What follows belongs to an exercise in optimizing a design on an open flow for small area; a production flow would make more cautious choices.
Only simulation tests tie the RTL to the original design; equivalence was not proved.
Power and IR drop assume default switching activity.

$ cat flow/config.mk
export PLATFORM = sky130hd
export DESIGN_NAME = regfile_scoreboard
export DESIGN_NICKNAME = regfile_scoreboard
export VERILOG_FILES = /design/flow/design.v
export SDC_FILE = /design/flow/constraint.sdc
export NUM_CORES = 4
export LEC_CHECK = 0
export CAP_MARGIN = 20
export CORE_MARGIN = 2
export CORE_UTILIZATION = 30
export SLEW_MARGIN = 20
$ cat flow/constraint.sdc
create_clock -name core_clock -period 8.0 [get_ports {clk}]
set_input_delay 1.6000 -clock core_clock [delete_from_list [all_inputs] [get_ports {clk}]]
set_output_delay 1.6000 -clock core_clock [all_outputs]
set_load 0.01 [all_outputs]
$ cat flow/design.v
module regfile_scoreboard #(
    parameter int unsigned DWIDTH  = 32,
    parameter int unsigned NREGS   = 32,
    parameter int unsigned NRD     = 2,
    parameter logic [DWIDTH-1:0] SP_INIT = DWIDTH'(32'h0001_0000),
    localparam int unsigned AW     = $clog2(NREGS)
) (
    input  logic                  clk,
    input  logic                  rst,
    input  logic [NRD*AW-1:0]     rs_i,
    output logic [NRD*DWIDTH-1:0] rsdata_o,
    output logic [NRD-1:0]        rsbusy_o,
    input  logic                  iss_valid_i,
    input  logic [AW-1:0]         iss_rd_i,
    output logic                  iss_ready_o,
    input  logic                  wb_valid_i,
    input  logic [AW-1:0]         wb_rd_i,
    input  logic [DWIDTH-1:0]     wb_data_i,
    input  logic                  flush_i,
    output logic                  err_o
);
    logic [DWIDTH-1:0] regs_q [NREGS];
    logic [NREGS-1:0]  busy_q, busy_d;
    logic              err_q, err_d;
    logic              wb_fire, claim_fire;
    assign wb_fire = wb_valid_i && (wb_rd_i != '0);
    assign iss_ready_o = !busy_q[iss_rd_i] || (wb_valid_i && (wb_rd_i == iss_rd_i));
    assign claim_fire  = iss_valid_i && iss_ready_o && (iss_rd_i != '0);
    assign err_o       = err_q;
    always_comb begin
        busy_d = busy_q;
        err_d  = err_q;
        if (wb_fire) begin
            busy_d[wb_rd_i] = 1'b0;
            if (!busy_q[wb_rd_i] && !flush_i) begin
                err_d = 1'b1;
            end
        end
        if (claim_fire) begin
            busy_d[iss_rd_i] = 1'b1;
        end
        if (flush_i) begin
            busy_d = '0;
        end
        busy_d[0] = 1'b0;
    end
    always_ff @(posedge clk or negedge rst) begin
        if (!rst) begin
            busy_q <= '0;
            err_q  <= 1'b0;
        end else begin
            busy_q <= busy_d;
            err_q  <= err_d;
        end
    end
    always_ff @(posedge clk or negedge rst) begin
        if (!rst) begin
            for (int i = 0; i < NREGS; i++) begin
                regs_q[i] <= (i == 2) ? SP_INIT : '0;
            end
        end else if (wb_fire) begin
            regs_q[wb_rd_i] <= wb_data_i;
        end
    end
    always_comb begin
        rsdata_o = '0;
        rsbusy_o = '0;
        for (int k = 0; k < NRD; k++) begin
            if (rs_i[k*AW +: AW] != '0) begin
                rsdata_o[k*DWIDTH +: DWIDTH] = regs_q[rs_i[k*AW +: AW]];
                rsbusy_o[k]                  = busy_q[rs_i[k*AW +: AW]];
            end
        end
    end
endmodule
$ cat flow/run.sh
#!/bin/bash
# synth_recipe.tcl (not shown) runs the flow's synth.tcl, then flattens the netlist and writes it again
# the make line also repeats each setting of config.mk as NAME=value (left out here)
make -C /OpenROAD-flow-scripts/flow DESIGN_CONFIG=/design/flow/config.mk WORK_HOME=/design/flow/orfs CLKGATE_MAP_FILE= SYNTH_SCRIPT=/design/flow/synth_recipe.tcl finish
==> flow_summary.yaml <==
status:
  outcome: "no timing/DRC/antenna violations"
worst_setup_path:
  arrival_ns: 5.88
  crit_fanout: 19
  cp.buffers_inverters: 3
  cp_data_required_time_ns: 6.40
  worstPathCellList: "clkdlybuf4s50_1 > nand3b_1 > nor2_4 > buf_4 > a22oi_1 > nand2_1 > or4_1 > clkdlybuf4s50_1"
  crit_top_cell: "clkdlybuf4s50_1"
  startpoint_type: "input pin"
  endpoint_kind: "output port"
  max_stage_delay_ns: 1.21
  path_delay_family: "buffers and inverters"
  critPathKind: "input pin to output port"
  slowest_stage: "clkdlybuf4s50_1"
synthesis:
  synth_flop_cell: "dfrtp_1"
  synth-edff-count: 0
  synth_nets: 4450
  ys_warn_count: 2
  syn_inst: 4383
  netlist_area_um2: 51300
  ys_seq_area_share_pct: 49.9
  yosys.cell_types.count: 54
  synth_seq_cells: 1024
  synthArstFlopShare_pct: 100
  syn_area_per_cell_um2: 11.7
drt:
  dr.pass1.iters: 13
  wire_per_inst_um: 37.3
  avgViaCountPerCell: 6.69
  routed-via-count: 44800
  totalWireLength_um: 249000
  drtAntennaViolNets: 0
  dr.first_iter.drc_count: 8546
  drc: 0
sta:
  slew_viol_final: 0
  timing.setup.tns_ns: 0
  min_period_ns: 7.48
  rsz0062_at_grt: "no"
  worst_slew_pin_slew_ns: 1.22
  worst_slack_ns: 0.524
  slew_headroom_pct: 18.6
  clock_skew_ns: 0.0146
  finalSetupViolations: 0
  fmax_ghz: 0.134
  finalCritPeriodShare_pct: 93.4
  hold_viol: 0
final_layout:
  final_common_cell: "dfrtp_1"
  nets: 4448
  drive_above_1_share_pct: 33.7
  stdcell_area_um2: 59600
  final_cell_mix: "dfrtp_1, mux2_2, a22oi_1, nand2_1, buf_4"
  fin_cells: 6694
  fill_cells: 16600
  final_util_pct: 35.1
  syn_to_final_growth_pct: 16.2
worst_hold_path:
  hp-class: "flip-flop to flip-flop"
clock_network:
  root_buffer: "clkbuf_16"
  clock_latency_ns: 0.77
  path_clk_slew_ns: 0.06
  cts.sinks: 1024
  cts_resized: 0
  clock_tree.htree_level_count: 3
  cts_buffer_depth: 3
  cts_hold_buf: 0
  tritoncts: "yes"
  post_cts_buffers: 0
  numCtsBuffers: 106
global_routing:
  overflow: 0
  grt_pass1_vias: 43700
  groute.usage.overall_pct: 27.9
  grt_max_degree: 166
  antenna_found_initial: 18
  grt_pass1_wl_um: 346000
floorplanning:
  core_um2: 170000
  dieArea_um2: 174000
  rows: 151
  die_h_um: 418
  start_util_pct: 30.3
  io_pins: 125
  die_x_um: 418
placement:
  globalplace.congestion: 0.959
  portBuffers: 124
  pre_cts_slack_ns: 0.654
  dpl-instance-area_um2: 55900
  placed_cells: 6489
  dp.final_hpwl_um: 146000
job:
  maxCapViolCount: 0
pwr:
  power.density_nw_per_um2: 245
  ir_drop_v: 0.000182
  leakagePower_nw: 26.1
-- layer usage --
metal	up-vias	part of all wire, %	global-route usage [%]	routed length [um]
li1	16800	-	-	-
met3	1321	14	9.83	35100
met5	-	0.045	0.0556	112
met4	14	8.9	19.8	22200
met2	4137	41	40.2	103000
met1	22600	36	34.6	88900
-- Yosys cell counts, types with 4 or more instances --
master | count | area, um^2
dfrtp_1 | 1023 | 25600
mux2_2 | 1004 | 11300
a22oi_1 | 861 | 6460
nand2_1 | 348 | 1310
clkbuf_1 | 248 | 931
buf_1 | 119 | 447
nor2_1 | 108 | 405
nand3_1 | 85 | 425
nand4_1 | 78 | 488
nor3_1 | 62 | 310
a222oi_1 | 52 | 521
buf_2 | 51 | 255
o21ai_0 | 49 | 245
nor4_1 | 43 | 269
mux4_2 | 30 | 676
nor2b_1 | 29 | 181
a21oi_1 | 25 | 125
inv_1 | 13 | 48.8
mux2i_1 | 13 | 130
nand2b_1 | 13 | 81.3
a221oi_1 | 11 | 96.3
a22o_1 | 11 | 96.3
ha_1 | 10 | 125
nand3b_1 | 8 | 60.1
a32oi_1 | 7 | 61.3
xor2_1 | 7 | 61.3
and4_1 | 6 | 52.6
or3_1 | 6 | 37.5
xnor2_1 | 6 | 52.6
and3_1 | 5 | 31.3
or3b_2 | 5 | 43.8
a2111oi_0 | 4 | 35.0
a31oi_1 | 4 | 25.0
nor3b_1 | 4 | 30.0
o21ai_2 | 4 | 35.0
-- path summary, 6_finish.rpt --
path / start / to / slack, ns / cells after the start
worst max-delay path: rs_i[1] / rsdata_o[2] / 0.52 / 8
worst max register to register: busy_q[4] / busy_q[12] / 5.23 / 7
worst min-delay path: err_q / err_q / 0.48 / 1
worst min register to register: err_q / err_q / 0.48 / 1
max in group asynchronous: rst / regs_q[26][29] / 5.52 / 2
min in group asynchronous: rst / regs_q[20][12] / 0.94 / 1
-- kinds of logic after synthesis --
kind of cell | after synthesis | share of synthesized area (%)
xor gates and xnor gates | 13 | 0.222
AOI/OAI and AO/OA | 1041 | 15.2
DFF | 1024 | 49.9
and+or+nand+nor | 813 | 7.46
adders and majority gates | 10 | 0.244
muxes | 1047 | 23.6
buffers and inverters | 435 | 3.34
-- final cells by class --
| type | instances | area (um^2) | share of cell area [%] |
|---|---|---|---|
| Inverter | 14 | 52.6 | 0.0881 |
| Timing Repair Buffer | 311 | 2940 | 4.93 |
| Clock buffer | 148 | 3000 | 5.03 |
| Multi-Input combinational cell | 2924 | 24500 | 41.2 |
| Clock inverter | 45 | 662 | 1.11 |
| Tap cell | 2218 | 2780 | 4.65 |
| Antenna cell | 10 | 25.0 | 0.0420 |
| Sequential cell | 1024 | 25600 | 43.0 |
-- registers in the layout (all words and copies together), names as in the netlist --
| name | count |
|---|---|
| busy_q | 31 |
| err_q | 1 |
| regs_q | 992 |
-- report_power, final --
group | leakage, nW | internal, mW | switching, mW | total [mW]
sequential | 13.1 | 6.17 | 1.02 | 7.18
clock | 1.80 | 3.05 | 2.29 | 5.33
combinational | 11.2 | 1.07 | 1.03 | 2.10
-- worst reg2reg max path, cell delays in order, from the launching register on --
cell	delay, ns
dfrtp_1	0.47
mux4_2	0.49
o22ai_1	0.17
nand3_1	0.13
o2111a_2	0.25
inv_1	0.41
nand3_1	0.41
o31ai_1	0.35
-- metrics by stage --
step | hold WS (ns) | total power [mW]
after floorplan | 0.494 | 8.09
after global placement | 0.462 | 9.18
after detailed placement | 0.468 | 9.25
after CTS | 0.487 | 14.5
after global routing | 0.505 | 15.0
final | 0.480 | 14.6

==> afterwards: timing with drivers on the ports <==
Ports are ideal in the flow. The routed layout listed here was re-timed in OpenROAD. Step 1, drivers: a clkbuf_16 drives clk and a buf_2 each remaining input, both assumed. Step 2, shift: input delay + t, output delay - t, t = (earliest + latest rising clock arrival at the registers) / 2. This alone moves slack from input paths to output paths. Slacks: ideal ports / drivers / drivers and shift; pairs: ideal ports / drivers.
shift t [ns]: 0.836
slack for setup (ns): 0.524 / 0.498 / 0.498
hold WS [ns]: 0.480 / 0.480 / 0.480
After both steps setup and hold are still met in this run. The setup slack of this run moves by -0.026 ns with the drivers and by -0.026 ns with both steps.
